This design comes from an exercise in tuning for small area, a short achievable clock period and few clock cycles on the open sky130 flow, not from production work.
The RTL was checked by simulation tests, not by an equivalence proof against the original design.
Power is estimated from default activity; no workload was simulated.

===== design/flow/flow/run.sh =====
#!/bin/bash
# The standard flow's own layout (standard.sh) with two changes: the repair steps aim for a
# 6 ns setup margin instead of 5, and the port buffers are buf_2 cells.
set -euo pipefail
s=$(cat standard.sh)
s=${s//SETUP_SLACK_MARGIN=5/SETUP_SLACK_MARGIN=6}
s=${s//'"${@:-finish}"'/'"BUFFER_PORTS_ARGS=-buffer_cell sky130_fd_sc_hd__buf_2" "${@:-finish}"'}
printf '%s\n' "$s" > own_standard.sh
bash own_standard.sh > layout.log 2>&1

===== design/flow/standard.sh =====
#!/bin/bash
# synth_recipe.tcl (not shown) runs the flow's synth.tcl, then flattens the netlist and writes it again
# the make line also repeats each setting of config.mk as NAME=value (left out here)
make -C /OpenROAD-flow-scripts/flow DESIGN_CONFIG=/design/flow/config.mk WORK_HOME=/design/flow/orfs CLKGATE_MAP_FILE= SYNTH_SCRIPT=/design/flow/synth_recipe.tcl "${@:-finish}"

===== design/flow/config.mk =====
export PLATFORM = sky130hd
export DESIGN_NAME = execution
export DESIGN_NICKNAME = execution
export VERILOG_FILES = /design/flow/design.v
export SDC_FILE = /design/flow/constraint.sdc
export NUM_CORES = 4
export LEC_CHECK = 0
export ABC_CLOCK_PERIOD_IN_PS = 3000
export CAP_MARGIN = 20
export CORE_MARGIN = 2
export CORE_UTILIZATION = 70
export SETUP_SLACK_MARGIN = 5
export SLEW_MARGIN = 20
export SYNTH_HIERARCHICAL = 1
export SYNTH_MINIMUM_KEEP_SIZE = 0

===== design/flow/constraint.sdc =====
create_clock -name core_clock -period 10.0 [get_ports {CLK}]
set_input_delay 2.0000 -clock core_clock [delete_from_list [all_inputs] [get_ports {CLK}]]
set_output_delay 2.0000 -clock core_clock [all_outputs]
set_load 0.01 [all_outputs]

===== design/flow/design.v =====
package isa_pkg;
	localparam int PC_WIDTH       = 8;
	localparam int DATA_WIDTH     = 32;
	localparam int REG_ADDR_WIDTH = 5;
	localparam int SHAMT_WIDTH    = 5;
	localparam int IMM_WIDTH      = 16;
	localparam int INDEX_WIDTH    = 26;
	typedef logic [REG_ADDR_WIDTH-1:0] reg_addr_t;
	localparam reg_addr_t LINK_REG = 5'd31;
	typedef enum logic [3:0] {
		ALU_ADD, ALU_SUB, ALU_AND, ALU_OR, ALU_XOR, ALU_NOR,
		ALU_SLT, ALU_SLTU, ALU_SLL, ALU_SRL, ALU_SRA, ALU_LUI,
		ALU_FADD, ALU_FSUB, ALU_FMUL
	} alu_op_e;
	typedef enum logic {OP1_REG_S, OP1_REG_T} op1_src_e;
	typedef enum logic [1:0] {OP2_REG_T, OP2_SHAMT, OP2_IMM_SIGN, OP2_IMM_ZERO} op2_src_e;
	typedef enum logic [1:0] {DEST_RD, DEST_RT, DEST_LINK} dest_src_e;
	typedef enum logic [1:0] {BR_BEQ, BR_BNE, BR_JUMP, BR_NONE} branch_e;
	typedef struct packed {
		logic                                reg_write;
		logic [1:0]                          mem_to_reg;
		logic                                mem_write;
		logic                                mem_read;
		logic                                uart_to_reg;
		branch_e                    branch;
		logic [INDEX_WIDTH-1:0]     inst_index;
		logic [PC_WIDTH-1:0]        pc1;
	} pass_ctrl_t;
	typedef struct packed {
		pass_ctrl_t                          pass;
		logic                                is_fp;
		op1_src_e                   op1_src;
		op2_src_e                   op2_src;
		dest_src_e                  dest_src;
		alu_op_e                    alu_op;
		logic [DATA_WIDTH-1:0]      rs_val;
		logic [DATA_WIDTH-1:0]      rt_val;
		reg_addr_t                  rt;
		reg_addr_t                  rd;
		logic [SHAMT_WIDTH-1:0]     shamt;
		logic [IMM_WIDTH-1:0]       imm16;
		logic [PC_WIDTH-1:0]        pc;
	} issue_t;
	typedef struct packed {
		pass_ctrl_t                          pass;
		logic                                is_fp;
		logic [DATA_WIDTH-1:0]      result;
		logic [DATA_WIDTH-1:0]      store_data;
		reg_addr_t                  dest;
		logic [PC_WIDTH-1:0]        branch_target;
	} exec_result_t;
endpackage
module operand_select (
	input  isa_pkg::issue_t                   instr,
	output logic [isa_pkg::DATA_WIDTH-1:0]     op1,
	output logic [isa_pkg::DATA_WIDTH-1:0]     op2,
	output isa_pkg::reg_addr_t                 dest,
	output logic [8:0]                         exp_diff,  
	output logic                               z1,        
	output logic                               z2         
);
	always_comb begin
		unique case (instr.op1_src)
			isa_pkg::OP1_REG_T: op1 = instr.rt_val;
			default:            op1 = instr.rs_val;
		endcase
	end
	always_comb begin
		unique case (instr.op2_src)
			isa_pkg::OP2_SHAMT:
				op2 = {{(isa_pkg::DATA_WIDTH - isa_pkg::SHAMT_WIDTH){1'b0}}, instr.shamt};
			isa_pkg::OP2_IMM_SIGN:
				op2 = {{(isa_pkg::DATA_WIDTH - isa_pkg::IMM_WIDTH){instr.imm16[isa_pkg::IMM_WIDTH-1]}},
					instr.imm16};
			isa_pkg::OP2_IMM_ZERO:
				op2 = {{(isa_pkg::DATA_WIDTH - isa_pkg::IMM_WIDTH){1'b0}}, instr.imm16};
			default:
				op2 = instr.rt_val;
		endcase
	end
	always_comb begin
		unique case (instr.dest_src)
			isa_pkg::DEST_RT:   dest = instr.rt;
			isa_pkg::DEST_LINK: dest = isa_pkg::LINK_REG;
			default:            dest = instr.rd;
		endcase
	end
	assign exp_diff = {1'b0, op1[30:23]} - {1'b0, op2[30:23]};
	assign z1       = (op1[30:23] == 8'd0);
	assign z2       = (op2[30:23] == 8'd0);
endmodule
module alu (
	input  logic [10:0]                        ctl,
	input  logic [isa_pkg::DATA_WIDTH-1:0]     a,
	input  logic [isa_pkg::DATA_WIDTH-1:0]     b,
	output logic [isa_pkg::DATA_WIDTH-1:0]     y
);
	logic        do_sub, s_sum, s_and, s_or, s_xor, s_nor, s_slt, s_sltu, s_sh, left, arith;
	logic        cout;
	logic [31:0] sum;
	logic        lt_signed;
	logic        lt_unsigned;
	logic [31:0] sh_in;
	logic [32:0] sh_wide;
	logic [31:0] sh_out;
	logic [31:0] sh_res;
	assign {do_sub, s_sum, s_and, s_or, s_xor, s_nor, s_slt, s_sltu, s_sh, left, arith} = ctl;
	assign {cout, sum} = {1'b0, a} + {1'b0, b ^ {32{do_sub}}} + {32'd0, do_sub};
	assign lt_unsigned = ~cout;
	assign lt_signed   = (a[31] ^ b[31]) ? a[31] : sum[31];
	function automatic logic [31:0] rev32(input logic [31:0] x);
		for (int i = 0; i < 32; i++) rev32[i] = x[31-i];
	endfunction
	assign sh_in   = left ? rev32(a) : a;
	assign sh_wide = $signed({arith & a[31], sh_in}) >>> b[4:0];
	assign sh_out  = sh_wide[31:0];
	assign sh_res  = left ? rev32(sh_out) : sh_out;
	always_comb begin
		if (s_sum | s_and | s_or | s_xor | s_nor | s_slt | s_sltu | s_sh)
			y = ({32{s_sum}} & sum) | ({32{s_and}} & (a & b)) | ({32{s_or}} & (a | b)) |
			    ({32{s_xor}} & (a ^ b)) | ({32{s_nor}} & ~(a | b)) |
			    {31'd0, (s_slt & lt_signed) | (s_sltu & lt_unsigned)} | ({32{s_sh}} & sh_res);
		else
			y = {b[15:0], 16'd0};
	end
endmodule
module alu_decode (
	input  isa_pkg::alu_op_e                   op,
	output logic [10:0]                        ctl
);
	logic do_sub, s_sum, s_and, s_or, s_xor, s_nor, s_slt, s_sltu, s_sh, left, arith;
	assign do_sub = (op == isa_pkg::ALU_SUB) | (op == isa_pkg::ALU_SLT) | (op == isa_pkg::ALU_SLTU);
	assign s_sum  = (op == isa_pkg::ALU_ADD) | (op == isa_pkg::ALU_SUB);
	assign s_and  = (op == isa_pkg::ALU_AND);
	assign s_or   = (op == isa_pkg::ALU_OR);
	assign s_xor  = (op == isa_pkg::ALU_XOR);
	assign s_nor  = (op == isa_pkg::ALU_NOR);
	assign s_slt  = (op == isa_pkg::ALU_SLT);
	assign s_sltu = (op == isa_pkg::ALU_SLTU);
	assign s_sh   = (op == isa_pkg::ALU_SLL) | (op == isa_pkg::ALU_SRL) | (op == isa_pkg::ALU_SRA);
	assign left   = (op == isa_pkg::ALU_SLL);
	assign arith  = (op == isa_pkg::ALU_SRA);
	assign ctl    = {do_sub, s_sum, s_and, s_or, s_xor, s_nor, s_slt, s_sltu, s_sh, left, arith};
endmodule
module fpu (
	input  logic        CLK,
	input  logic [31:0] a,
	input  logic [31:0] b,
	input  logic        is_sub,
	input  logic [8:0]  dab,       
	input  logic        za,        
	input  logic        zb,        
	input  logic [7:0]  b_next,    
	input  logic [2:0]  mul_it,    
	output logic [31:0] add_y,     
	output logic [31:0] mul_y      
);
	logic [23:0] r1_d;
	logic        psel_d, sub_d, sign_d;
	logic [23:0] r1;
	logic        r1_psel, r1_sub, r1_sign;
	logic [24:0] sum_d;
	logic [24:0] r2;
	logic [8:0]  r2_be1;
	logic        r2_sign;
	fadd_align fadd_align_inst (
		.a      (a),
		.b      (b),
		.is_sub (is_sub),
		.dab    (dab),
		.za     (za),
		.zb     (zb),
		.q      (r1_d),
		.psel   (psel_d),
		.sub    (sub_d),
		.sign   (sign_d)
	);
	always_ff @(posedge CLK) begin
		r1      <= r1_d;
		r1_psel <= psel_d;
		r1_sub  <= sub_d;
		r1_sign <= sign_d;
	end
	logic [4:0] lz_d;
	logic [4:0] r2_lz;
	fadd_add fadd_add_inst (
		.fa   (a[22:0]),
		.fb   (b[22:0]),
		.q    (r1),
		.psel (r1_psel),
		.sub  (r1_sub),
		.sum  (sum_d),
		.lz   (lz_d)
	);
	always_ff @(posedge CLK) begin
		r2      <= sum_d;
		r2_lz   <= lz_d;
		r2_be1  <= {1'b0, (r1_psel ? a[30:23] : b[30:23])} + 9'd1;
		r2_sign <= r1_sign;
	end
	fadd_pack fadd_pack_inst (
		.sum  (r2),
		.be1  (r2_be1),
		.lz   (r2_lz),
		.sign (r2_sign),
		.y    (add_y)
	);
	function automatic logic [12:0] booth8(input logic [7:0] c);
		logic [8:0] x;
		x = {c, 1'b0};
		for (int i = 0; i < 4; i++) begin
			booth8[3*i]     = x[2*i+1] ^ x[2*i];
			booth8[3*i + 1] = (x[2*i+2] & ~x[2*i+1] & ~x[2*i]) | (~x[2*i+2] & x[2*i+1] & x[2*i]);
			booth8[3*i + 2] = x[2*i+2];
		end
		booth8[12] = c[7];
	endfunction
	logic [12:0] dig;
	always_ff @(posedge CLK) begin
		if (mul_it[0])      dig <= booth8(b[15:8]);
		else if (mul_it[1]) dig <= booth8({1'b1, b[22:16]});
		else                dig <= booth8(b_next);
	end
	logic [24:0] ms, mc;
	logic [7:0]  ls, lc;
	logic [32:0] acc_s, acc_c;
	fmul_step fmul_step_inst (
		.ma    ({1'b1, a[22:0]}),
		.dig   (dig),
		.s_in  (mul_it[0] ? 25'd0 : ms),
		.c_in  (mul_it[0] ? 25'd0 : mc),
		.last  (mul_it[2]),
		.acc_s (acc_s),
		.acc_c (acc_c)
	);
	always_ff @(posedge CLK) begin
		ms <= acc_s[32:8];
		mc <= acc_c[32:8];
		ls <= acc_s[7:0];
		lc <= acc_c[7:0];
	end
	logic [8:0] lo_sum;
	logic       cy;
	assign lo_sum = {1'b0, ls} + {1'b0, lc} + {8'd0, cy & mul_it[2]};
	always_ff @(posedge CLK) begin
		cy <= lo_sum[8];
	end
	logic [9:0] e0, e1;
	logic [7:0] me0, me1;
	logic       mz0, mz1;
	assign e0 = {2'b00, a[30:23]} + {2'b00, b[30:23]} - 10'd127;
	assign e1 = {2'b00, a[30:23]} + {2'b00, b[30:23]} - 10'd126;
	always_ff @(posedge CLK) begin
		me0 <= e0[7:0];
		me1 <= e1[7:0];
		mz0 <= (a[30:23] == 8'd0) | (b[30:23] == 8'd0) | e0[9] | (e0 == 10'd0);
		mz1 <= (a[30:23] == 8'd0) | (b[30:23] == 8'd0) | e1[9] | (e1 == 10'd0);
	end
	fmul_pack fmul_pack_inst (
		.s    ({ms, ls}),
		.c    ({mc, lc}),
		.cy   (cy),
		.sign (a[31] ^ b[31]),
		.me0  (me0),
		.me1  (me1),
		.mz0  (mz0),
		.mz1  (mz1),
		.y    (mul_y)
	);
endmodule
module fadd_align (
	input  logic [31:0] a,
	input  logic [31:0] b,
	input  logic        is_sub,
	input  logic [8:0]  dab,
	input  logic        za,
	input  logic        zb,
	output logic [23:0] q,
	output logic        psel,      
	output logic        sub,       
	output logic        sign
);
	logic        sa, sbe;
	logic [23:0] ma, mb;
	logic        neg_d, ge, same, mge;
	logic [7:0]  dx;
	logic [23:0] sm, sh1, shifted;
	assign sa      = a[31];
	assign sbe     = b[31] ^ is_sub;
	assign sub     = sa ^ sbe;
	assign ma      = {~za, a[22:0] & {23{~za}}};
	assign mb      = {~zb, b[22:0] & {23{~zb}}};
	assign neg_d   = dab[8];
	assign ge      = ~neg_d;
	assign dx      = dab[7:0] ^ {8{neg_d}};
	assign same    = (dab == 9'd0);
	assign sm      = ge ? mb : ma;
	assign sh1     = sm >> dx[4:0];
	assign shifted = (dx[7:5] != 3'd0) ? 24'd0 : (neg_d ? {1'b0, sh1[23:1]} : sh1);
	assign mge     = a[22:0] >= b[22:0];
	assign psel    = same ? mge : ge;
	assign q       = (same ? (mge ? mb : ma) : shifted) ^ {24{sub}};
	assign sign    = psel ? sa : sbe;
endmodule
module fadd_add (
	input  logic [22:0] fa,
	input  logic [22:0] fb,
	input  logic [23:0] q,
	input  logic        psel,
	input  logic        sub,
	output logic [24:0] sum,
	output logic [4:0]  lz
);
	function automatic logic [4:0] lzc25(input logic [24:0] v);
		logic [31:0] x;
		logic        z16, z8, z4, z2;
		logic [15:0] h16;
		logic [7:0]  h8;
		logic [3:0]  h4;
		logic [1:0]  h2;
		x     = {v, 1'b1, 6'd0};
		z16   = (x[31:16] == 16'd0);
		h16   = z16 ? x[15:0] : x[31:16];
		z8    = (h16[15:8] == 8'd0);
		h8    = z8 ? h16[7:0] : h16[15:8];
		z4    = (h8[7:4] == 4'd0);
		h4    = z4 ? h8[3:0] : h8[7:4];
		z2    = (h4[3:2] == 2'd0);
		h2    = z2 ? h4[1:0] : h4[3:2];
		lzc25 = {z16, z8, z4, z2, ~h2[1]};
	endfunction
	logic [24:0] pa, qa, f;
	assign pa  = {2'b01, (psel ? fa : fb)};
	assign qa  = {1'b0, q ^ {24{sub}}};
	assign sum = pa + {sub, q} + {24'd0, sub};
	assign f   = (pa ^ qa) & {(pa[23:0] | ~qa[23:0]), 1'b1};
	assign lz  = sub ? lzc25(f) : 5'd0;
endmodule
module fadd_pack (
	input  logic [24:0] sum,
	input  logic [8:0]  be1,       
	input  logic [4:0]  lz,        
	input  logic        sign,
	output logic [31:0] y
);
	logic [24:0] nm;
	logic        one_more;
	logic [7:0]  e0, e1;
	logic [24:0] low_mask;
	logic        n_zero;
	assign nm       = sum << lz;
	assign one_more = ~nm[24];
	assign e0       = be1[7:0] - {3'd0, lz};
	assign e1       = be1[7:0] - {3'd0, lz} - 8'd1;
	assign low_mask = (be1 >= 9'd25) ? 25'd0 : (25'h1ffffff >> be1);
	assign n_zero   = ((sum & ~low_mask) == 25'd0);
	assign y        = n_zero ? 32'd0 :
	                  one_more ? {sign, e1, nm[22:0]} : {sign, e0, nm[23:1]};
endmodule
module fmul_step (
	input  logic [23:0] ma,
	input  logic [12:0] dig,
	input  logic [24:0] s_in,
	input  logic [24:0] c_in,
	input  logic        last,
	output logic [32:0] acc_s,
	output logic [32:0] acc_c
);
	localparam logic [32:0] MUL_NBIAS = 33'd5726623232;
	logic [3:0][32:0] rw;
	logic [32:0]      rx, kr, t_in, t_cn;
	logic [32:0]      t_s1, t_c1, t_s2, t_c2, t_s3, t_c3, t_s4, t_c4, t_s5, t_c5;
	logic [24:0]      bm;
	logic [6:0]       negs;
	always_comb begin
		negs = '0;
		for (int i = 0; i < 4; i++) begin
			bm = ({25{dig[3*i]}} & {1'b0, ma}) | ({25{dig[3*i+1]}} & {ma, 1'b0});
			rw[i] = {7'd0, ~dig[3*i+2], bm ^ {25{dig[3*i+2]}}} << (2 * i);
			negs[2*i] = dig[3*i+2];
		end
	end
	assign rx   = {1'b0, {24{dig[12]}} & ma, 1'b0, negs};
	assign kr   = {33{last}} & MUL_NBIAS;
	assign t_in = {8'd0, s_in};
	assign t_cn = {8'd0, c_in};
	assign t_s1 = rw[0] ^ rw[1] ^ rw[2];
	assign t_c1 = {rw[0][31:0] & rw[1][31:0] | rw[0][31:0] & rw[2][31:0] | rw[1][31:0] & rw[2][31:0], 1'b0};
	assign t_s2 = rw[3] ^ rx ^ kr;
	assign t_c2 = {rw[3][31:0] & rx[31:0] | rw[3][31:0] & kr[31:0] | rx[31:0] & kr[31:0], 1'b0};
	assign t_s3 = t_s1 ^ t_c1 ^ t_s2;
	assign t_c3 = {t_s1[31:0] & t_c1[31:0] | t_s1[31:0] & t_s2[31:0] | t_c1[31:0] & t_s2[31:0], 1'b0};
	assign t_s4 = t_c2 ^ t_in ^ t_cn;
	assign t_c4 = {t_c2[31:0] & t_in[31:0] | t_c2[31:0] & t_cn[31:0] | t_in[31:0] & t_cn[31:0], 1'b0};
	assign t_s5 = t_s3 ^ t_c3 ^ t_s4;
	assign t_c5 = {t_s3[31:0] & t_c3[31:0] | t_s3[31:0] & t_s4[31:0] | t_c3[31:0] & t_s4[31:0], 1'b0};
	assign acc_s = t_s5 ^ t_c5 ^ t_c4;
	assign acc_c = {t_s5[31:0] & t_c5[31:0] | t_s5[31:0] & t_c4[31:0] | t_c5[31:0] & t_c4[31:0], 1'b0};
endmodule
module fmul_pack (
	input  logic [32:0] s,
	input  logic [32:0] c,
	input  logic        cy,
	input  logic        sign,
	input  logic [7:0]  me0,       
	input  logic [7:0]  me1,       
	input  logic        mz0,       
	input  logic        mz1,       
	output logic [31:0] y
);
	logic [32:0] q;
	logic [23:0] hi;
	logic        p23;
	assign q   = s + c + {32'd0, cy};
	assign hi  = q[31:8];
	assign p23 = q[7];
	assign y   = (hi[23] ? mz1 : mz0) ? 32'd0 :
	             hi[23] ? {sign, me1, hi[22:0]} : {sign, me0, hi[21:0], p23};
endmodule
module execution (
	input  logic                     CLK,
	input  logic                     reset,
	input  logic [154:0]             issue,
	input  logic                     issue_req,
	output logic                     issue_ack,
	output logic [119:0]             result,
	output logic                     result_valid
);
	isa_pkg::issue_t                  issue_in;
	assign issue_in = issue;
	logic [31:0]        a_in;
	logic [31:0]        b_in;
	isa_pkg::reg_addr_t dest_in;
	logic [8:0]         diff_in;
	logic               za_in;
	logic               zb_in;
	operand_select operand_select_inst (
		.instr    (issue_in),
		.op1      (a_in),
		.op2      (b_in),
		.dest     (dest_in),
		.exp_diff (diff_in),
		.z1       (za_in),
		.z2       (zb_in)
	);
	logic       ack_r;
	logic       valid_r;
	logic       v_int1;      
	logic       v_int2;      
	logic       v_add1;      
	logic       v_add2;      
	logic       v_add3;      
	logic [3:0] v_mul;       
	logic       busy;
	logic       accept;
	logic       in_fp;
	logic       in_mul;
	assign busy   = v_int1 | v_add1 | v_add2 | (|v_mul[2:0]);
	assign accept = issue_req & ~ack_r & ~busy;
	assign in_fp  = issue_in.is_fp;
	assign in_mul = issue_in.alu_op[1];
	always_ff @(posedge CLK) begin
		if (reset) begin
			ack_r   <= 1'b0;
			valid_r <= 1'b0;
			v_int1  <= 1'b0;
			v_int2  <= 1'b0;
			v_add1  <= 1'b0;
			v_add2  <= 1'b0;
			v_add3  <= 1'b0;
			v_mul   <= '0;
		end else begin
			ack_r   <= issue_req & (ack_r | ~busy);
			v_int1  <= accept & ~in_fp;
			v_int2  <= v_int1;
			v_add1  <= accept & in_fp & ~in_mul;
			v_add2  <= v_add1;
			v_add3  <= v_add2;
			v_mul   <= {v_mul[2:0], accept & in_fp & in_mul};
			valid_r <= v_int2 | v_add3 | v_mul[3];
		end
	end
	assign issue_ack    = ack_r;
	assign result_valid = valid_r;
	isa_pkg::pass_ctrl_t cap_pass;
	logic                cap_fp;
	logic [3:0]          cap_op;
	logic [31:0]         cap_a;
	logic [31:0]         cap_b;
	logic [31:0]         cap_rt;
	isa_pkg::reg_addr_t  cap_dest;
	logic [7:0]          cap_imm8;
	always_ff @(posedge CLK) begin
		if (!busy) begin
			cap_pass <= issue_in.pass;
			cap_fp   <= issue_in.is_fp;
			cap_op   <= issue_in.alu_op;
			cap_a    <= a_in;
			cap_b    <= b_in;
			cap_rt   <= issue_in.rt_val;
			cap_dest <= dest_in;
			cap_imm8 <= issue_in.imm16[7:0];
		end
	end
	logic [10:0] ctl_in;
	logic [10:0] cap_ctl;
	alu_decode alu_decode_inst (
		.op  (issue_in.alu_op),
		.ctl (ctl_in)
	);
	always_ff @(posedge CLK) begin
		cap_ctl <= ctl_in;
	end
	logic [8:0] cap_diff;
	logic       cap_za;
	logic       cap_zb;
	always_ff @(posedge CLK) begin
		cap_diff <= diff_in;
		cap_za   <= za_in;
		cap_zb   <= zb_in;
	end
	logic [31:0] alu_y;
	logic [31:0] add_y;
	logic [31:0] mul_y;
	alu alu_inst (
		.ctl (cap_ctl),
		.a   (cap_a),
		.b   (cap_b),
		.y   (alu_y)
	);
	logic [31:0] alu_r;
	always_ff @(posedge CLK) begin
		alu_r <= alu_y;
	end
	fpu fpu_inst (
		.CLK      (CLK),
		.a        (cap_a),
		.b        (cap_b),
		.is_sub   (cap_op[0]),
		.dab      (cap_diff),
		.za       (cap_za),
		.zb       (cap_zb),
		.b_next   (b_in[7:0]),
		.mul_it   (v_mul[2:0]),
		.add_y    (add_y),
		.mul_y    (mul_y)
	);
	isa_pkg::exec_result_t result_r;
	always_ff @(posedge CLK) begin
		result_r.pass          <= cap_pass;
		result_r.is_fp         <= cap_fp;
		result_r.result        <= ({32{v_int2}} & alu_r) | ({32{v_add3}} & add_y) |
		                          ({32{v_mul[3]}} & mul_y);
		result_r.store_data    <= cap_rt;
		result_r.dest          <= cap_dest;
		result_r.branch_target <= cap_pass.pc1 + cap_imm8;
	end
	assign result = result_r;
endmodule

==> summary.txt, run 1 <==
Outcome
  • Status: finished clean

Routing
  • Via Count: 35,600
  • Length of the first detailed-routing pass in iterations: 9
  • Total wire length: 136 mm
  • WL/cell: 26.1 um
  • Antenna Nets Post-Route: 0
  • Vias per cell: 6.80
  • # DRC: 0
  • Detailed Route Iter0 Violations: 5,094

Global route
  • Wire length of the first global-routing pass: 204 mm
  • Vias in the first global route: 34,300
  • Largest net degree at the start of global routing: 82
  • Number of antenna violations at the first check in global routing: 15
  • Total congestion overflow: 0
  • GRT Overall Usage: 44.6%

Synthesis
  • Area fraction of the dominant cell type after synthesis: 17.4%
  • Mux share of post-synthesis cell area: 11.0%
  • Commonest cells in the netlist: sky130_fd_sc_hd__inv_1 (386), sky130_fd_sc_hd__dfxtp_1 (349), sky130_fd_sc_hd__ha_1 (285)
  • Dominant combinational cell family by area after synthesis: compound AO/OA/AOI/OAI gates
  • Arithmetic-cell share of the synthesized area counting full adders, half adders and majority gates: 15.7%
  • Synthesized area divided by synthesized cell count: 9.41 um2
  • Dominant cell type by area after synthesis: sky130_fd_sc_hd__dfxtp_1
  • Post-Synthesis Cells: 4,279
  • Cell Area, Synth: 40,200 um2
  • Count of warnings emitted by yosys: 12
  • Fraction of the yosys area taken by sequential cells: 28.8%
  • Post-synth EDFFs: 153
  • Most frequently used flop master after synthesis: sky130_fd_sc_hd__dfxtp_1
  • Fraction of the mapped netlist area in simple logic gates: 12.7%
  • Dominant cell by count in the synthesized netlist: sky130_fd_sc_hd__inv_1
  • Cell types with the largest area share after synthesis: sky130_fd_sc_hd__dfxtp_1 (17%), sky130_fd_sc_hd__edfxtp_1 (11%), sky130_fd_sc_hd__ha_1 (8.9%), sky130_fd_sc_hd__fa_1 (6.8%), sky130_fd_sc_hd__mux2i_1 (5.2%)
  • Number of distinct library cell variants in the gate-level netlist after synthesis: 126
  • Flip-flop and latch count after synthesis: 502
  • Share of the synthesized area in compound gates (AO/OA/AOI/OAI): 18.1%
  • XOR/XNOR share of the synthesized area: 6.53%
  • Share of async-settable or async-resettable flops after synthesis: 0%

Finish
  • Number of fillers in the final layout: 3,905
  • Seq. cell area: 11,600 um2
  • Multi-input gate area: 25,800 um2
  • Layout cell share with drive strength beyond 1: 15.2%
  • Final nets: 5,007
  • Area Growth Syn to Fin: 8.55%

STA
  • Slew headroom: 21.7%
  • Largest clock skew in the final design: 0.0651 ns
  • Peak clock frequency supported by timing: 256 MHz
  • Final hold violation count: 0
  • Aggregate negative setup slack: 0 ns
  • RSZ-0062 raised after global routing: true
  • Count of final max-slew check failures: 0
  • Number of endpoints failing setup at the final stage: 0
  • Clock period minus final worst setup slack: 3.90 ns
  • Final clock period utilization by the worst path: 39.0%
  • Slew at the pin with the worst max-slew slack: 1.17 ns
  • Hold slack final: 0.333 ns

Floorplan
  • Die ar.: 59,400 um2
  • Overall die width: 244 um
  • Initial core utilization: 71.1%
  • Number of top-level pins: 280
  • Number of placement rows: 87
  • Floorplan core area: 56,600 um2
  • Vertical extent of the die: 244 um

Worst setup path
  • Worst-path maximum fanout: 44
  • Critical path required time: 10.43 ns
  • Startpoint type of the worst setup path: register
  • Arrival time worst endpoint: 4.33 ns
  • Start-to-end type of the worst setup path: register to register
  • Critical Path Sink Type: register

Placement
  • Global placement routability congestion: 1.08
  • Number of input and output port buffers inserted: 271
  • Placed wire-length estimate after detailed placement: 95.9 mm

Worst hold path
  • Hold Path Class: register to register

Clock network
  • Number of levels the H-tree was split into: 2
  • CTS Buffer Depth: 3
  • Clock root cell: sky130_fd_sc_hd__clkbuf_16
  • Clock tree sinks: 502
  • Reg clk slew, reported paths: 0.07 ns
  • Clock latency reported for the late side of the worst-skew pair: 0.66 ns
  • TritonCTS clock tree: done
  • Inserted Clock Buffers: 53

Pwr
  • Relative contribution of combinational cells to total power: 61.0%
  • Static power due to leakage: 19.4 nW
  • Clock share of power: 15.0%
  • Sequential cell fraction of total power: 24.0%
  • Total net switching power: 6.18 mW
  • Total power per unit cell area: 303 nW/um2
  • Overall power after layout: 13.2 mW
  • Maximum ir drop on the vdd rail: 0.274 mV
  • Net Sw Frac: 46.7%
  • Internal Pwr Total: 7.05 mW

Job
  • Number of max-capacitance violations reported: 0
[power by group through the flow]
stage / clock network (mW) / logic, mW / registers [mW]
after CTS: 1.99 / 7.85 / 3.14
after detailed placement: 0 / 7.72 / 3.17
after global placement: 0 / 7.44 / 3.16
after floorplan: 0 / 5.77 / 2.98
after global routing: 2.07 / 8.86 / 3.19
final: 1.99 / 8.07 / 3.17
[final timing paths]
| kind | slack [ns] | cells past startpoint | from | to |
|---|---|---|---|---|
| max reg2reg | 6.10 | 11 | cap_b[1] | alu_r[24] |
| min | 0.33 | 0 | cap_rt[14] | result_r[27] |
| max | 6.10 | 11 | cap_b[1] | alu_r[24] |
| min reg2reg | 0.33 | 0 | cap_rt[14] | result_r[27] |
[layer usage]
metal | part of all wire [%] | global-route usage [%]
met5 | 0.041 | 0
met4 | 6.8 | 26.2
met3 | 13 | 11.9
met2 | 43 | 66.8
met1 | 37 | 58.0
[sequential cells by signal (all words and copies together) (netlist names), 11 cells and up]
signal,flops
cap_rt,32
cap_pass,42
fpu_inst.ms,25
fpu_inst.r1,24
cap_b,32
fpu_inst.dig,12
cap_ctl,11
cap_a,32
alu_r,32
fpu_inst.mc,25
fpu_inst.r2,25
result_r,120
[placed cells by master, fill, tap and decap left out, types with 136 or more instances in the layout]
| cell | n |
|---|---|
| sky130_fd_sc_hd__buf_2 | 270 |
| sky130_fd_sc_hd__o21ai_0 | 136 |
| sky130_fd_sc_hd__inv_1 | 386 |
| sky130_fd_sc_hd__mux2i_1 | 210 |
| sky130_fd_sc_hd__a21oi_1 | 202 |
| sky130_fd_sc_hd__edfxtp_1 | 153 |
| sky130_fd_sc_hd__fa_1 | 137 |
| sky130_fd_sc_hd__nor2_1 | 261 |
| sky130_fd_sc_hd__dfxtp_1 | 342 |
| sky130_fd_sc_hd__ha_1 | 285 |
| sky130_fd_sc_hd__xnor2_1 | 187 |
| sky130_fd_sc_hd__nand2_1 | 270 |
[cell type report]
type / count / area share, %
Multi-Input combinational cell: 3115 / 59.1
Sequential cell: 502 / 26.5
Timing Repair Buffer: 357 / 4.66
Inverter: 398 / 3.45
Clock buffer: 76 / 3.44
Tap cell: 756 / 2.17
Clock inverter: 23 / 0.601
Antenna cell: 9 / 0.0516
[stage by stage]
stage	setup slack (ns)	area (um2)	utilization, %	instances
final	6.10	43700	77.2	5236
after global routing	5.88	43700	77.2	5232
after CTS	6.04	43600	77.0	5221
after detailed placement	5.23	41800	73.8	5122
after global placement	5.31	41800	73.8	5122
after floorplan	6.14	40300	-	4280
[cells by family after synthesis]
kind of cell	count (synthesis)
and+or+nand+nor	1012
muxes	354
adders and majority gates	423
buffers and inverters	664
DFF	502
AOI/OAI and AO/OA	1022
other	2
xor gates and xnor gates	300
[per-module statistics from Yosys (local to each module, per instance)]
module	flip-flops and latches	cells inside	cell area, um2	times used
fadd_align	0	615	4370	1
fadd_add	0	324	2400	1
execution	338	475	9230	1
alu	0	939	7060	1
alu_decode	0	29	188	1
operand_select	0	188	1370	1
fadd_pack	0	349	2530	1
fmul_step	0	625	5840	1
fpu	164	454	5230	1
fmul_pack	0	281	2020	1
[what timing repair did]
item | in CTS | in global routing
pin swaps | 0 | 1
gates resized for setup | 5 | 11
hold buffers | 0 | 0
setup endpoints to repair | 11 | 27
cloned | 0 | 1
buffers inserted | 0 | 4
[worst max-delay path, stage by stage, from the launching register on]
cell                       delay [ns]
sky130_fd_sc_hd__edfxtp_1        0.32
sky130_fd_sc_hd__buf_4           0.51
sky130_fd_sc_hd__xor2_1          0.27
sky130_fd_sc_hd__inv_1           0.09
sky130_fd_sc_hd__fa_1            0.44
sky130_fd_sc_hd__o21ai_1         0.35
sky130_fd_sc_hd__a21oi_2         0.18
sky130_fd_sc_hd__o311ai_2        0.46
sky130_fd_sc_hd__a31o_2          0.28
sky130_fd_sc_hd__a21oi_1         0.08
sky130_fd_sc_hd__o31ai_1         0.40
sky130_fd_sc_hd__a22oi_1         0.25
Testbench counts, summed over its fixed seeds: cycles 11,756.
==> inputs of run 2 (changes only) <==
==> design/flow/flow/run.sh (replaced) <==
#!/bin/bash
# The standard flow's own layout (standard.sh) with two changes: the repair steps aim for a
# 6.6 ns setup margin instead of 5, and the port buffers are buf_2 cells.
set -euo pipefail
s=$(cat standard.sh)
s=${s//SETUP_SLACK_MARGIN=5/SETUP_SLACK_MARGIN=6.6}
s=${s//'"${@:-finish}"'/'"BUFFER_PORTS_ARGS=-buffer_cell sky130_fd_sc_hd__buf_2" "${@:-finish}"'}
printf '%s\n' "$s" > own_standard.sh
bash own_standard.sh > layout.log 2>&1
==> summary.txt, run 2 <==
Outcome
  • Status: finished clean

Floorplan
  • Floorplan core area: 56,600 um2
  • Number of top-level pins: 280
  • Number of placement rows: 87
  • Die ar.: 59,400 um2
  • Initial core utilization: 71.1%
  • Vertical extent of the die: 244 um
  • Overall die width: 244 um

Synthesis
  • Post-synth EDFFs: 153
  • Dominant cell type by area after synthesis: sky130_fd_sc_hd__dfxtp_1
  • Post-Synthesis Cells: 4,279
  • Flip-flop and latch count after synthesis: 502
  • Share of async-settable or async-resettable flops after synthesis: 0%
  • Cell types with the largest area share after synthesis: sky130_fd_sc_hd__dfxtp_1 (17%), sky130_fd_sc_hd__edfxtp_1 (11%), sky130_fd_sc_hd__ha_1 (8.9%), sky130_fd_sc_hd__fa_1 (6.8%), sky130_fd_sc_hd__mux2i_1 (5.2%)
  • Count of warnings emitted by yosys: 12
  • Synthesized area divided by synthesized cell count: 9.41 um2
  • Number of distinct library cell variants in the gate-level netlist after synthesis: 126
  • Dominant cell by count in the synthesized netlist: sky130_fd_sc_hd__inv_1
  • Fraction of the yosys area taken by sequential cells: 28.8%
  • Cell Area, Synth: 40,200 um2
  • Area fraction of the dominant cell type after synthesis: 17.4%
  • Most frequently used flop master after synthesis: sky130_fd_sc_hd__dfxtp_1
  • Commonest cells in the netlist: sky130_fd_sc_hd__inv_1 (386), sky130_fd_sc_hd__dfxtp_1 (349), sky130_fd_sc_hd__ha_1 (285)

Routing
  • Vias per cell: 6.98
  • # DRC: 0
  • Length of the first detailed-routing pass in iterations: 12
  • Total wire length: 146 mm
  • Via Count: 37,100
  • WL/cell: 27.5 um
  • Detailed Route Iter0 Violations: 6,024
  • Antenna Nets Post-Route: 0

Finish
  • Area Growth Syn to Fin: 13.1%
  • Layout cell share with drive strength beyond 1: 19.0%
  • Top reg by flops: result_r
  • Regs by FF count: result_r x120, cap_pass x42
  • Number of fillers in the final layout: 3,492
  • Most frequent cells in the layout: sky130_fd_sc_hd__inv_1 (382), sky130_fd_sc_hd__dfxtp_1 (324), sky130_fd_sc_hd__nand2_1 (268), sky130_fd_sc_hd__ha_1 (268), sky130_fd_sc_hd__buf_2 (268)
  • Number of flip-flops in the largest register: 120
  • Final nets: 5,083
  • Most common cell after layout, fill and taps aside: sky130_fd_sc_hd__inv_1

STA
  • Number of endpoints failing setup at the final stage: 0
  • Setup slack after layout: 6.07 ns
  • Final clock period utilization by the worst path: 39.3%
  • Final hold violation count: 0
  • Count of final max-slew check failures: 0
  • Largest clock skew in the final design: 0.0276 ns
  • Peak clock frequency supported by timing: 254 MHz
  • RSZ-0062 raised after global routing: true
  • Clock period minus final worst setup slack: 3.93 ns
  • Aggregate negative setup slack: 0 ns
  • Slew headroom: 30.5%
  • Slew at the pin with the worst max-slew slack: 1.04 ns

Clock network
  • Clock tree sinks: 502
  • TritonCTS clock tree: done
  • Clock root cell: sky130_fd_sc_hd__clkbuf_16
  • Clock latency reported for the late side of the worst-skew pair: 0.63 ns
  • Number of levels the H-tree was split into: 2
  • CTS Buffer Depth: 3
  • Reg clk slew, reported paths: 0.07 ns
  • Inserted Clock Buffers: 53

Pwr
  • Total power per unit cell area: 323 nW/um2
  • Static power due to leakage: 20.1 nW
  • Maximum ir drop on the vdd rail: 0.371 mV

Global route
  • Vias in the first global route: 35,400
  • Wire length of the first global-routing pass: 210 mm
  • Total congestion overflow: 0
  • GRT Overall Usage: 46.1%
  • Number of antenna violations at the first check in global routing: 19
  • Largest net degree at the start of global routing: 82

Placement
  • Setup slack at placement: 5.66 ns
  • Placed wire-length estimate after detailed placement: 94.8 mm
  • Global placement routability congestion: 1.08
  • Number of input and output port buffers inserted: 271

Worst setup path
  • Startpoint type of the worst setup path: register
  • Critical path endpoint: result_r[65]
  • RR Endpoint: result_r[65]
  • Start-to-end type of the worst setup path: register to register
  • Arrival time worst endpoint: 4.44 ns
  • Critical path required time: 10.50 ns
  • Number of cells on the worst reg-to-reg path: 16
  • Beginning of the critical path: fpu_inst.mc[9]
  • Worst-path maximum fanout: 7
  • Worst setup slack for register-to-register paths: 6.07 ns
  • Reg-to-reg startpoint: fpu_inst.mc[9]
  • Critical Path Sink Type: register

Worst hold path
  • Hold Path Class: register to register

Job
  • Number of max-capacitance violations reported: 0
-- run 2: changes by cell type in the layout (fill, tap and decap cells not counted), moves of 9 or more --
| cell | change |
|---|---|
| sky130_fd_sc_hd__ha_4 | +14 |
| sky130_fd_sc_hd__dfxtp_2 | +10 |
| sky130_fd_sc_hd__buf_4 | +26 |
| sky130_fd_sc_hd__a21oi_1 | -12 |
| sky130_fd_sc_hd__dfxtp_1 | -18 |
| sky130_fd_sc_hd__ha_1 | -17 |
| sky130_fd_sc_hd__buf_6 | +29 |
| sky130_fd_sc_hd__nor2_1 | -9 |
-- run 2: power by group --
part           switching (mW)  internal (mW)
combinational            5.47           3.94
sequential              0.528           2.66
clock                   0.912           1.20
total                    6.91           7.80
-- run 2: cells by family after synthesis --
logic type                 Yosys count  share of synthesized area (%)
muxes                              354                           11.0
and+or+nand+nor                   1012                           12.7
AOI/OAI and AO/OA                 1022                           18.1
DFF                                502                           28.8
xor gates and xnor gates           300                           6.53
other                                2                         0.0187
buffers and inverters              664                           7.18
adders and majority gates          423                           15.7
-- run 2: stage by stage --
| stage | hold slack [ns] | total power, mW | utilization [%] | cell area (um2) | cells |
|---|---|---|---|---|---|
| floorplan | 0.310 | 8.76 | - | 40500 | 4280 |
| global placement | 0.323 | 10.6 | 74.1 | 42000 | 5125 |
| detailed placement | 0.327 | 10.9 | 74.1 | 42000 | 5125 |
| CTS | 0.330 | 13.6 | 78.8 | 44600 | 5254 |
| global route | 0.332 | 15.5 | 80.4 | 45500 | 5311 |
| finish | 0.327 | 14.7 | 80.4 | 45500 | 5315 |
-- run 2: worst min-delay path by stage --
stage                startpoint               end  slack [ns]  depth (start not counted)
2_1_floorplan  fpu_inst.r1_sign  fpu_inst.r2_sign        0.31                          0
3_3_place_gp         cap_rt[30]      result_r[43]        0.32                          0
3_5_place_dp       cap_pass[30]     result_r[108]        0.33                          0
4_1_cts              cap_rt[19]      result_r[32]        0.33                          0
5_1_grt              cap_rt[19]      result_r[32]        0.33                          0
6_report             cap_rt[19]      result_r[32]        0.33                          0
-- run 2: critical path, cell delays in order, from the launching register on --
cell and delay [ns]:
sky130_fd_sc_hd__dfxtp_1 0.37, sky130_fd_sc_hd__ha_1 0.42, sky130_fd_sc_hd__nand2_1 0.12, sky130_fd_sc_hd__o21ai_1 0.46, sky130_fd_sc_hd__nor3_2 0.17, sky130_fd_sc_hd__a211oi_4 0.41, sky130_fd_sc_hd__buf_4 0.20, sky130_fd_sc_hd__nor2_4 0.05
sky130_fd_sc_hd__a311oi_4 0.26, sky130_fd_sc_hd__buf_6 0.15, sky130_fd_sc_hd__buf_6 0.09, sky130_fd_sc_hd__buf_12 0.15, sky130_fd_sc_hd__or2_4 0.16, sky130_fd_sc_hd__buf_4 0.11, sky130_fd_sc_hd__o22ai_1 0.09, sky130_fd_sc_hd__a222oi_1 0.49
sky130_fd_sc_hd__inv_1 0.08
-- run 2: routing by layer --
metal	wire length (um)	vias up	track usage (%)
met5	76	-	0
met4	10900	10	26.2
met3	20300	773	12.9
met2	63200	2985	70.0
met1	51800	17500	59.2
li1	-	15900	-
-- run 2: area by class of cell --
type                    count  area [um2]  area share (%)
diodes                     12        30.0          0.0660
clock buffers              69        1450            3.18
clock inverters            30         405           0.891
inverters                 398        1510            3.32
multi-input cells        3118       26600            58.4
flip-flops and latches    502       11600            25.6
well taps                 756         946            2.08
repair buffers            430        2980            6.55
-- run 2: repair_timing --
item,4_1_cts,5_1_grt
setup buffers,23,45
hold endpoints to repair,0,0
resized for setup,107,100
gates cloned,7,4
hold buffers,0,0
pin swaps,23,31
endpoints found under the setup margin,114,158
-- run 2: Yosys stat by module (local to each module, per instance) --
| module | cells | flip-flops and latches | copies in the design | area (um2) |
|---|---|---|---|---|
| execution | 475 | 338 | 1 | 9230 |
| alu | 939 | 0 | 1 | 7060 |
| fmul_step | 625 | 0 | 1 | 5840 |
| fpu | 454 | 164 | 1 | 5230 |
| fadd_align | 615 | 0 | 1 | 4370 |
| fadd_pack | 349 | 0 | 1 | 2530 |
| fadd_add | 324 | 0 | 1 | 2400 |
| fmul_pack | 281 | 0 | 1 | 2020 |
| operand_select | 188 | 0 | 1 | 1370 |
| alu_decode | 29 | 0 | 1 | 188 |
==> inputs of run 3 (changes only) <==
==> design/flow/flow/run.sh (replaced) <==
#!/bin/bash
# The standard flow's own layout (standard.sh) with two changes: the repair steps aim for a
# 6.3 ns setup margin instead of 5, and the port buffers are buf_2 cells.
set -euo pipefail
s=$(cat standard.sh)
s=${s//SETUP_SLACK_MARGIN=5/SETUP_SLACK_MARGIN=6.3}
s=${s//'"${@:-finish}"'/'"BUFFER_PORTS_ARGS=-buffer_cell sky130_fd_sc_hd__buf_2" "${@:-finish}"'}
printf '%s\n' "$s" > own_standard.sh
bash own_standard.sh > layout.log 2>&1
==> summary.txt, run 3 <==
Outcome
  • Status: finished clean

Routing
  • Vias per cell: 6.87
  • # DRC: 0
  • Antenna Nets Post-Route: 0
  • Total wire length: 139 mm
  • WL/cell: 26.4 um
  • Detailed Route Iter0 Violations: 5,179
  • Length of the first detailed-routing pass in iterations: 7
  • Via Count: 36,100

Synthesis
  • Most frequently used flop master after synthesis: sky130_fd_sc_hd__dfxtp_1
  • Commonest cells in the netlist: sky130_fd_sc_hd__inv_1 (386), sky130_fd_sc_hd__dfxtp_1 (349), sky130_fd_sc_hd__ha_1 (285)
  • Dominant cell type by area after synthesis: sky130_fd_sc_hd__dfxtp_1
  • Count of warnings emitted by yosys: 12
  • Cell Area, Synth: 40,200 um2
  • Number of distinct library cell variants in the gate-level netlist after synthesis: 126
  • Flip-flop and latch count after synthesis: 502
  • Share of async-settable or async-resettable flops after synthesis: 0%
  • Cell types with the largest area share after synthesis: sky130_fd_sc_hd__dfxtp_1 (17%), sky130_fd_sc_hd__edfxtp_1 (11%), sky130_fd_sc_hd__ha_1 (8.9%), sky130_fd_sc_hd__fa_1 (6.8%), sky130_fd_sc_hd__mux2i_1 (5.2%)
  • Area fraction of the dominant cell type after synthesis: 17.4%
  • Fraction of the yosys area taken by sequential cells: 28.8%
  • Post-synth EDFFs: 153
  • Synthesized area divided by synthesized cell count: 9.41 um2
  • Dominant cell by count in the synthesized netlist: sky130_fd_sc_hd__inv_1
  • Post-Synthesis Cells: 4,279

Pwr
  • Overall power after layout: 13.5 mW
  • Total power per unit cell area: 306 nW/um2
  • Maximum ir drop on the vdd rail: 0.260 mV
  • Static power due to leakage: 19.6 nW

Global route
  • Wire length of the first global-routing pass: 205 mm
  • GRT Overall Usage: 44.9%
  • Vias in the first global route: 34,700
  • Total congestion overflow: 0
  • Largest net degree at the start of global routing: 77
  • Number of antenna violations at the first check in global routing: 19

STA
  • Final clock period utilization by the worst path: 37.0%
  • Largest clock skew in the final design: 0.0392 ns
  • Slew at the pin with the worst max-slew slack: 1.02 ns
  • Aggregate negative setup slack: 0 ns
  • RSZ-0062 raised after global routing: false
  • Number of endpoints failing setup at the final stage: 0
  • Final hold violation count: 0
  • Slew headroom: 31.7%
  • Clock period minus final worst setup slack: 3.70 ns
  • Peak clock frequency supported by timing: 270 MHz
  • Count of final max-slew check failures: 0

Worst hold path
  • Hold Path Class: register to register

Finish
  • Layout cell share with drive strength beyond 1: 16.1%
  • Most frequent cells in the layout: sky130_fd_sc_hd__inv_1 (385), sky130_fd_sc_hd__dfxtp_1 (334), sky130_fd_sc_hd__ha_1 (283)
  • Final nets: 5,019
  • Top reg by flops: result_r
  • Regs by FF count: result_r x120, cap_pass x42
  • Area Growth Syn to Fin: 9.42%
  • Most common cell after layout, fill and taps aside: sky130_fd_sc_hd__inv_1
  • Number of flip-flops in the largest register: 120

Floorplan
  • Number of placement rows: 87
  • Number of top-level pins: 280
  • Overall die width: 244 um
  • Floorplan core area: 56,600 um2
  • Die ar.: 59,400 um2
  • Initial core utilization: 71.1%
  • Vertical extent of the die: 244 um

Worst setup path
  • Critical path required time: 10.45 ns
  • Startpoint type of the worst setup path: register
  • Arrival time worst endpoint: 4.16 ns
  • Worst-path maximum fanout: 33
  • Start-to-end type of the worst setup path: register to register
  • Critical Path Sink Type: register

Clock network
  • CTS Buffer Depth: 3
  • Clock tree sinks: 502
  • Hold buffer count at cts: 0
  • Inserted Clock Buffers: 53
  • Clock root cell: sky130_fd_sc_hd__clkbuf_16
  • Clock latency reported for the late side of the worst-skew pair: 0.65 ns
  • Reg clk slew, reported paths: 0.07 ns
  • TritonCTS clock tree: done
  • Number of levels the H-tree was split into: 2

Placement
  • Number of input and output port buffers inserted: 271
  • Placed wire-length estimate after detailed placement: 96.3 mm
  • Global placement routability congestion: 1.07

Job
  • Number of max-capacitance violations reported: 0
## run 3: changes by cell type in the layout (fill, tap and decap cells not counted), sizes merged
| cell | before | now |
|---|---|---|
| bufinv | 6 | 2 |
| and2 | 42 | 41 |
| clkbuf | 73 | 76 |
| buf | 424 | 367 |
| mux2 | 86 | 84 |
| diode | 12 | 11 |
| bufbuf | 2 | 0 |
## run 3: layout make-up
cell class              count  area, um2
repair buffers            369       2220
fillers                  3793      12600
inverters                 398       1510
multi-input cells        3115      25900
clock buffers              74       1520
flip-flops and latches    502      11600
diodes                     11       27.5
well taps                 756        946
clock inverters            26        298
## run 3: cells by family (layout without fill, tap and decap cells)
logic type / count (synthesis) / count (layout) / synth area share, %
AO/OA/AOI/OAI: 1022 / 1022 / 18.1
XOR/XNOR: 300 / 300 / 6.53
adder cells (fa/ha/maj): 423 / 423 / 15.7
buffers and inverters: 664 / 867 / 7.18
flip-flops: 502 / 502 / 28.8
multiplexers: 354 / 355 / 11.0
other: 2 / 14 / 0.0187
AND/OR/NAND/NOR: 1012 / 1012 / 12.7
## run 3: metal layers
layer | part of all wire, % | wire length (um) | track usage (%) | vias to the layer above
met4 | 6.6 | 9190 | 26.3 | 16
met3 | 13 | 18500 | 12.2 | 591
met5 | 0.081 | 112 | 0 | -
met2 | 43 | 59800 | 67.1 | 2666
met1 | 37 | 50900 | 58.6 | 17100
li1 | - | - | - | 15700
## run 3: critical path, stage by stage (launching register included)
cell and delay (ns):
sky130_fd_sc_hd__edfxtp_1 0.33, sky130_fd_sc_hd__buf_4 0.47, sky130_fd_sc_hd__xor2_1 0.24, sky130_fd_sc_hd__ha_1 0.29, sky130_fd_sc_hd__a21oi_1 0.19, sky130_fd_sc_hd__o21ai_2 0.11, sky130_fd_sc_hd__a21oi_2 0.35, sky130_fd_sc_hd__o21ai_0 0.25
sky130_fd_sc_hd__a2111o_1 0.41, sky130_fd_sc_hd__a31oi_1 0.22, sky130_fd_sc_hd__xor2_1 0.15, sky130_fd_sc_hd__o22ai_1 0.46
## run 3: where the power goes
part | switching [mW] | total [mW] | internal [mW]
registers | 0.516 | 3.17 | 2.65
logic | 4.88 | 8.27 | 3.39
clock network | 0.885 | 2.02 | 1.13
## run 3: final timing paths
check | from | end | slack, ns | depth (start not counted)
setup reg to reg | cap_b[3] | alu_r[30] | 6.30 | 11
hold / removal | cap_pass[39] | result_r[117] | 0.31 | 0
setup / recovery | cap_b[3] | alu_r[30] | 6.30 | 11
hold reg to reg | cap_pass[39] | result_r[117] | 0.31 | 0
## run 3: stage by stage
stage / std cells / area [um2] / util, % / setup WS, ns / hold slack, ns
floorplan: 4280 / 40300 / - / 6.32 / 0.310
CTS: 5222 / 43700 / 77.2 / 6.28 / 0.312
detailed placement: 5121 / 41800 / 73.9 / 5.59 / 0.327
global placement: 5121 / 41800 / 73.9 / 5.62 / 0.323
global route: 5248 / 44000 / 77.8 / 6.30 / 0.342
finish: 5251 / 44000 / 77.8 / 6.30 / 0.311
## run 3: timing repair
item                                    in CTS  in global routing
pin swaps                                    0                  6
gates resized for setup                     20                 33
cloned                                       1                  1
endpoints found under the setup margin      56                147
setup buffers                                0                 17
## run 3: Yosys stat by module, one instance, submodules excluded
module	cells	flip-flops and latches	times used	cell area, um2
alu_decode	29	0	1	188
operand_select	188	0	1	1370
fmul_pack	281	0	1	2020
execution	475	338	1	9230
fmul_step	625	0	1	5840
fadd_add	324	0	1	2400
fadd_pack	349	0	1	2530
fpu	454	164	1	5230
alu	939	0	1	7060
fadd_align	615	0	1	4370
==> inputs of run 4 (changes only) <==
--- a/design/flow/design.v
+++ b/design/flow/design.v
@@ -107,5 +107,5 @@
 	assign {do_sub, s_sum, s_and, s_or, s_xor, s_nor, s_slt, s_sltu, s_sh, left, arith} = ctl;
-	assign {cout, sum} = {1'b0, a} + {1'b0, b ^ {32{do_sub}}} + {32'd0, do_sub};
+	assign {cout, sum} = {1'b0, a} + {1'b0, b} + {32'd0, do_sub};
 	assign lt_unsigned = ~cout;
-	assign lt_signed   = (a[31] ^ b[31]) ? a[31] : sum[31];
+	assign lt_signed   = (a[31] ^ b[31] ^ do_sub) ? a[31] : sum[31];
 	function automatic logic [31:0] rev32(input logic [31:0] x);
@@ -484,2 +484,11 @@
 	assign result_valid = valid_r;
+	logic [10:0] ctl_in;
+	logic [10:0] cap_ctl;
+	alu_decode alu_decode_inst (
+		.op  (issue_in.alu_op),
+		.ctl (ctl_in)
+	);
+	always_ff @(posedge CLK) begin
+		cap_ctl <= ctl_in;
+	end
 	isa_pkg::pass_ctrl_t cap_pass;
@@ -498,3 +507,3 @@
 			cap_a    <= a_in;
-			cap_b    <= b_in;
+			cap_b    <= b_in ^ {32{ctl_in[10]}};
 			cap_rt   <= issue_in.rt_val;
@@ -504,11 +513,2 @@
 	end
-	logic [10:0] ctl_in;
-	logic [10:0] cap_ctl;
-	alu_decode alu_decode_inst (
-		.op  (issue_in.alu_op),
-		.ctl (ctl_in)
-	);
-	always_ff @(posedge CLK) begin
-		cap_ctl <= ctl_in;
-	end
 	logic [8:0] cap_diff;
==> summary.txt, run 4 <==
Worst setup path
  • Arrival time worst endpoint: 4.16 ns
  • Cells traversed along the worst timing path: ha_4 > nand3_4 > nor3_4 > o2111ai_2 > a21o_1 > a211oi_4 > nor2_4 > a311oi_4 > buf_4 > buf_12 > buf_12 > mux2i_1 > nor2_1 > a222oi_1 > inv_1
  • Worst setup slack for register-to-register paths: 6.32 ns
  • Critical path required time: 10.48 ns
  • Start-to-end type of the worst setup path: register to register
  • Critical Path Sink Type: register
  • Worst-path cell with the longest stage delay: sky130_fd_sc_hd__a211oi_4
  • Most used cell along the critical path: sky130_fd_sc_hd__buf_12
  • Worst stage delay on the critical path: 0.42 ns
  • Startpoint type of the worst setup path: register
  • Worst-path maximum fanout: 6

Synthesis
  • Mux share of post-synthesis cell area: 11.2%
  • Dominant cell by count in the synthesized netlist: sky130_fd_sc_hd__inv_1
  • Number of distinct library cell variants in the gate-level netlist after synthesis: 125
  • Commonest cells in the netlist: sky130_fd_sc_hd__inv_1 (384), sky130_fd_sc_hd__dfxtp_1 (349), sky130_fd_sc_hd__nand2_1 (259)
  • Flip-flop and latch count after synthesis: 502
  • Area fraction of the dominant cell type after synthesis: 17.5%
  • Cell Area, Synth: 39,900 um2
  • Arithmetic-cell share of the synthesized area counting full adders, half adders and majority gates: 14.7%
  • Share of the synthesized area in compound gates (AO/OA/AOI/OAI): 18.7%
  • Fraction of the mapped netlist area in simple logic gates: 12.9%
  • Post-synth EDFFs: 153
  • Synthesized area divided by synthesized cell count: 9.39 um2
  • Post-Synthesis Cells: 4,253
  • Fraction of the yosys area taken by sequential cells: 29.0%
  • Count of warnings emitted by yosys: 12
  • Cell types with the largest area share after synthesis: sky130_fd_sc_hd__dfxtp_1 (18%), sky130_fd_sc_hd__edfxtp_1 (12%), sky130_fd_sc_hd__ha_1 (7.7%), sky130_fd_sc_hd__fa_1 (6.9%), sky130_fd_sc_hd__mux2i_1 (4.5%)
  • XOR/XNOR share of the synthesized area: 6.14%
  • Share of async-settable or async-resettable flops after synthesis: 0%
  • Dominant combinational cell family by area after synthesis: compound AO/OA/AOI/OAI gates
  • Most frequently used flop master after synthesis: sky130_fd_sc_hd__dfxtp_1
  • Dominant cell type by area after synthesis: sky130_fd_sc_hd__dfxtp_1

Clock network
  • Hold buffer count at cts: 0
  • Number of levels the H-tree was split into: 2
  • Clock root cell: sky130_fd_sc_hd__clkbuf_16
  • TritonCTS clock tree: done
  • CTS Buffer Depth: 3
  • Clock tree sinks: 502
  • Clock latency reported for the late side of the worst-skew pair: 0.66 ns
  • Reg clk slew, reported paths: 0.06 ns
  • Inserted Clock Buffers: 53

Routing
  • Total wire length: 136 mm
  • Vias per cell: 6.90
  • Antenna Nets Post-Route: 0
  • Via Count: 36,000
  • Detailed Route Iter0 Violations: 4,983
  • # DRC: 0
  • WL/cell: 26.1 um
  • Length of the first detailed-routing pass in iterations: 12

Finish
  • Layout cell share with drive strength beyond 1: 16.7%
  • Most common cell after layout, fill and taps aside: sky130_fd_sc_hd__inv_1
  • Number of fillers in the final layout: 3,858
  • Area Growth Syn to Fin: 9.92%
  • Top reg by flops: result_r
  • Number of flip-flops in the largest register: 120
  • Final nets: 4,949
  • Regs by FF count: result_r x120, cap_pass x42
  • Most frequent cells in the layout: sky130_fd_sc_hd__inv_1 (382), sky130_fd_sc_hd__dfxtp_1 (335), sky130_fd_sc_hd__buf_2 (270)

Job
  • Number of max-capacitance violations reported: 0

Floorplan
  • Floorplan core area: 56,400 um2
  • Number of top-level pins: 280
  • Vertical extent of the die: 243 um
  • Initial core utilization: 70.8%
  • Overall die width: 243 um
  • Number of placement rows: 87
  • Die ar.: 59,000 um2

STA
  • Number of endpoints failing setup at the final stage: 0
  • Final hold violation count: 0
  • Clock period minus final worst setup slack: 3.68 ns
  • Hold slack final: 0.338 ns
  • Slew at the pin with the worst max-slew slack: 1.15 ns
  • Final clock period utilization by the worst path: 36.8%
  • Count of final max-slew check failures: 0
  • Peak clock frequency supported by timing: 272 MHz
  • Largest clock skew in the final design: 0.0600 ns
  • Aggregate negative setup slack: 0 ns
  • RSZ-0062 raised after global routing: true
  • Slew headroom: 23.3%

Global route
  • Largest net degree at the start of global routing: 82
  • GRT Overall Usage: 43.8%
  • Total congestion overflow: 0
  • Number of antenna violations at the first check in global routing: 14
  • Vias in the first global route: 34,000
  • Wire length of the first global-routing pass: 200 mm

Worst hold path
  • Hold Path Class: register to register

Placement
  • Number of input and output port buffers inserted: 271
  • Placed wire-length estimate after detailed placement: 93.1 mm
  • Global placement routability congestion: 1.11

Outcome
  • Status: finished clean

Pwr
  • Total power per unit cell area: 320 nW/um2
  • Maximum ir drop on the vdd rail: 0.375 mV
  • Static power due to leakage: 19.2 nW
## run 4: modules after synthesis (local to each module, per instance), excerpt
| module | flops+latches | times used | cells inside | area [um2] |
|---|---|---|---|---|
| alu_decode | 0 | 1 | 29 | 188 |
| fmul_pack | 0 | 1 | 281 | 2020 |
| fadd_align | 0 | 1 | 615 | 4370 |
| fpu | 164 | 1 | 454 | 5230 |
| alu | 0 | 1 | 888 | 6400 |
| fadd_pack | 0 | 1 | 338 | 2570 |
| fadd_add | 0 | 1 | 324 | 2400 |
## run 4: layout make-up
class,instances,area (um2),area share (%)
antenna,7,17.5,0.0399
clock buffer,75,1480,3.38
clock inverter,24,399,0.910
inverter,396,1500,3.42
multi-input combinational,3081,25700,58.5
sequential,502,11600,26.4
tap,756,946,2.16
timing repair buffer,372,2250,5.12
timing repair inverter,1,5.00,0.0114
## run 4: worst max-delay path, delay by kind of cell, from the launching register on
| kind | cells | cell delay [ns] |
|---|---|---|
| AO/OA/AOI/OAI | 5 | 1.59 |
| AND/OR/NAND/NOR | 4 | 0.56 |
| buffers and inverters | 4 | 0.51 |
| flip-flops | 1 | 0.35 |
| adder cells (fa/ha/maj) | 1 | 0.31 |
| multiplexers | 1 | 0.19 |
## run 4: where the power goes
group / total (mW) / switching (mW) / internal, mW
Sequential: 3.25 / 0.579 / 2.67
Combinational: 8.69 / 5.07 / 3.61
Clock: 2.12 / 0.885 / 1.23
Total: 14.1 / 6.54 / 7.52
## run 4: kinds of logic after synthesis
| family | after synthesis |
|---|---|
| xor gates and xnor gates | 280 |
| and+or+nand+nor | 1024 |
| DFF | 502 |
| other | 2 |
| AOI/OAI and AO/OA | 1047 |
| buffers and inverters | 673 |
| adders and majority gates | 386 |
| muxes | 339 |
## run 4: final timing paths
kind                        from       endpoint  cells past startpoint
setup / recovery  fpu_inst.lc[5]   result_r[72]                     15
hold / removal      cap_pass[34]  result_r[112]                      0
setup reg to reg  fpu_inst.lc[5]   result_r[72]                     15
hold reg to reg     cap_pass[34]  result_r[112]                      0
## run 4: timing repair
action	in CTS	in global routing
gates cloned	2	3
buffers inserted	2	22
pin swaps	1	8
setup endpoints to repair	66	152
gates resized for setup	30	45
## run 4: per-layer routing
metal  track usage (%)  wire length, um  up-vias
li1                  -                -    15700
met5                 0               69        -
met2              67.2            59800     2655
met1              57.0            49900    17000
met3              11.8            18100      555
met4              22.9             8420       10
## run 4: stage by stage
stage	power [mW]	util (%)	cell area, um2	setup WS [ns]	cells
2_1_floorplan	8.94	-	40000	6.32	4254
3_3_place_gp	10.9	73.4	41400	5.67	5079
3_5_place_dp	11.2	73.4	41400	5.63	5079
4_1_cts	13.5	77.0	43400	6.31	5182
5_1_grt	14.9	77.8	43900	6.20	5212
6_report	14.1	77.8	43900	6.32	5214
Testbench counts of run 4, summed over its fixed seeds: cycles 11,756.
==> inputs of run 5 (changes only) <==
--- a/design/flow/config.mk
+++ b/design/flow/config.mk
@@ -13,3 +13 @@
 export SLEW_MARGIN = 20
-export SYNTH_HIERARCHICAL = 1
-export SYNTH_MINIMUM_KEEP_SIZE = 0
==> summary.txt, run 5 <==
Worst setup path
  • Number of cells on the worst reg-to-reg path: 12
  • RR Endpoint: alu_r[19]
  • Critical path required time: 10.45 ns
  • Startpoint type of the worst setup path: register
  • Worst-path maximum fanout: 39
  • Arrival time worst endpoint: 4.30 ns
  • Start-to-end type of the worst setup path: register to register
  • Critical Path Sink Type: register
  • Reg-to-reg startpoint: cap_b[2]

Outcome
  • Status: finished clean

Clock network
  • Inserted Clock Buffers: 51
  • Reg clk slew, reported paths: 0.07 ns
  • Number of levels the H-tree was split into: 2
  • Clock tree sinks: 500
  • Clock latency reported for the late side of the worst-skew pair: 0.64 ns

Pwr
  • Static power due to leakage: 17.7 nW

Floorplan
  • Floorplan core area: 51,600 um2
  • Number of placement rows: 83
  • Overall die width: 233 um
  • Number of top-level pins: 280
  • Die ar.: 54,300 um2
  • Initial core utilization: 71.1%
  • Vertical extent of the die: 233 um

Global route
  • Vias in the first global route: 33,700
  • Total congestion overflow: 0
  • Number of antenna violations at the first check in global routing: 16
  • GRT Overall Usage: 49.2%

Synthesis
  • Synthesized area divided by synthesized cell count: 9.36 um2
  • Most frequently used flop master after synthesis: sky130_fd_sc_hd__dfxtp_1
  • Post-Synthesis Cells: 3,923
  • Flip-flop and latch count after synthesis: 500
  • Fraction of the yosys area taken by sequential cells: 31.4%
  • Count of warnings emitted by yosys: 6
  • Cell types with the largest area share after synthesis: sky130_fd_sc_hd__dfxtp_1 (19%), sky130_fd_sc_hd__edfxtp_1 (13%), sky130_fd_sc_hd__ha_1 (7.7%), sky130_fd_sc_hd__fa_1 (7.5%), sky130_fd_sc_hd__xnor2_1 (5.2%)
  • Cell Area, Synth: 36,700 um2
  • Post-synth EDFFs: 153
  • Share of async-settable or async-resettable flops after synthesis: 0%
  • Commonest cells in the netlist: sky130_fd_sc_hd__dfxtp_1 (347), sky130_fd_sc_hd__inv_1 (299), sky130_fd_sc_hd__nand2_1 (258)
  • Dominant cell by count in the synthesized netlist: sky130_fd_sc_hd__dfxtp_1

STA
  • Slew headroom: 30.8%
  • Count of final max-slew check failures: 0
  • RSZ-0062 raised after global routing: true
  • Peak clock frequency supported by timing: 260 MHz
  • Slew at the pin with the worst max-slew slack: 1.04 ns
  • Clock period minus final worst setup slack: 3.84 ns
  • Final hold violation count: 0
  • Final clock period utilization by the worst path: 38.4%
  • Aggregate negative setup slack: 0 ns
  • Number of endpoints failing setup at the final stage: 0
  • Hold slack final: 0.328 ns

Routing
  • Detailed Route Iter0 Violations: 6,861
  • Via Count: 35,500
  • Length of the first detailed-routing pass in iterations: 20
  • # DRC: 0
  • Total wire length: 144 mm
  • Antenna Nets Post-Route: 0
  • Vias per cell: 7.31

Worst hold path
  • Hold Path Class: register to register
  • Hold path endpoint: fpu_inst.r2_sign
  • Hold Path Depth: 0
  • Hold path startpoint: fpu_inst.r1_sign

Finish
  • Number of flip-flops in the largest register: 120
  • Layout cell share with drive strength beyond 1: 18.0%
  • Top reg by flops: result_r
  • Regs by FF count: result_r x120, cap_pass x42
  • Most frequent cells in the layout: sky130_fd_sc_hd__dfxtp_1 (330), sky130_fd_sc_hd__inv_1 (292), sky130_fd_sc_hd__buf_2 (268)
  • Final nets: 4,623

Placement
  • Global placement routability congestion: 1.09
  • Placed wire-length estimate after detailed placement: 91.4 mm
  • Number of input and output port buffers inserted: 271

Job
  • Number of max-capacitance violations reported: 0
-- run 5: changes by cell type after synthesis, sizes merged, moves of 25 or more --
cell,delta
nor2b,-25
inv,-87
buf,-66
xnor2,+41
a21o,-28
a222oi,-31
clkbuf,+60
o21a,+27
o21ai,+40
-- run 5: where the power goes --
part	total, mW	switching [mW]	internal [mW]
logic	8.26	5.05	3.21
registers	3.21	0.536	2.67
clock network	2.08	0.911	1.17
-- run 5: layout make-up --
cell class | count | area, um2
clock buffers | 63 | 1400
well taps | 680 | 851
flip-flops and latches | 500 | 11600
repair buffers | 395 | 2560
diodes | 27 | 67.6
clock inverters | 33 | 400
fillers | 2980 | 10200
inverters | 305 | 1180
multi-input cells | 2848 | 23400
-- run 5: worst max-delay path by stage --
| stage | cells after the start | slack, ns | endpoint | startpoint |
|---|---|---|---|---|
| after floorplan | 15 | 6.09 | cap_diff[8] | issue[110] |
| after global placement | 12 | 5.53 | cap_diff[7] | issue[110] |
| after detailed placement | 12 | 5.39 | cap_diff[7] | issue[110] |
| final | 12 | 6.16 | alu_r[19] | cap_b[2] |
| after global routing | 9 | 6.21 | alu_r[9] | cap_ctl[1] |
| after CTS | 12 | 6.23 | alu_r[28] | cap_b[2] |
-- run 5: per-stage QoR --
| step | total power, mW | instances | util [%] | setup slack [ns] | instance area [um2] |
|---|---|---|---|---|---|
| final | 13.5 | 4851 | 80.3 | 6.16 | 41400 |
| after global routing | 14.2 | 4832 | 80.2 | 6.21 | 41400 |
| after CTS | 12.9 | 4785 | 78.6 | 6.23 | 40600 |
| after detailed placement | 10.6 | 4663 | 74.3 | 5.39 | 38400 |
| after global placement | 10.2 | 4663 | 74.3 | 5.53 | 38400 |
| after floorplan | 8.39 | 3923 | - | 6.09 | 36800 |
-- run 5: worst max-delay path, cell delays in order (launching register included) --
cell	delay [ns]
sky130_fd_sc_hd__edfxtp_1	0.40
sky130_fd_sc_hd__clkbuf_8	0.28
sky130_fd_sc_hd__inv_8	0.27
sky130_fd_sc_hd__ha_1	0.35
sky130_fd_sc_hd__o21ai_1	0.27
sky130_fd_sc_hd__o21ai_2	0.13
sky130_fd_sc_hd__o41ai_2	0.42
sky130_fd_sc_hd__nand3_1	0.20
sky130_fd_sc_hd__and2_1	0.26
sky130_fd_sc_hd__a31oi_1	0.28
sky130_fd_sc_hd__a21oi_1	0.14
sky130_fd_sc_hd__mux2i_1	0.14
sky130_fd_sc_hd__o32a_1	0.45
-- run 5: cell families (layout without fill, tap and decap cells) --
group	count (synthesis)	in the layout	share of synthesized area, %
DFF	500	500	31.4
other	0	27	0
muxes	317	318	10.8
and+or+nand+nor	886	886	11.5
adders and majority gates	364	364	15.2
xor gates and xnor gates	299	299	7.17
buffers and inverters	576	796	6.12
AOI/OAI and AO/OA	981	981	17.8
-- run 5: per-layer routing --
| layer | wire (um) | global-route usage [%] | vias up |
|---|---|---|---|
| li1 | - | - | 14300 |
| met1 | 47100 | 58.5 | 16400 |
| met2 | 61300 | 75.2 | 3500 |
| met3 | 22000 | 18.3 | 1197 |
| met4 | 13600 | 31.3 | 10 |
| met5 | 305 | 0 | - |
-- run 5: what timing repair did --
action | 4_1_cts | 5_1_grt
gates resized for setup | 54 | 94
pin swaps | 7 | 24
hold endpoints to repair | 0 | 0
setup buffers | 26 | 34
hold buffers | 0 | 0
endpoints found under the setup margin | 123 | 82
cloned | 0 | 5

Setup slack of run 5, layout unchanged: 6.156 ns with ideal ports, 6.156 ns with driving cells assumed (clock clkbuf_16, inputs buf_2), 5.492 ns with port delays also shifted by the 0.684 ns mid clock arrival.
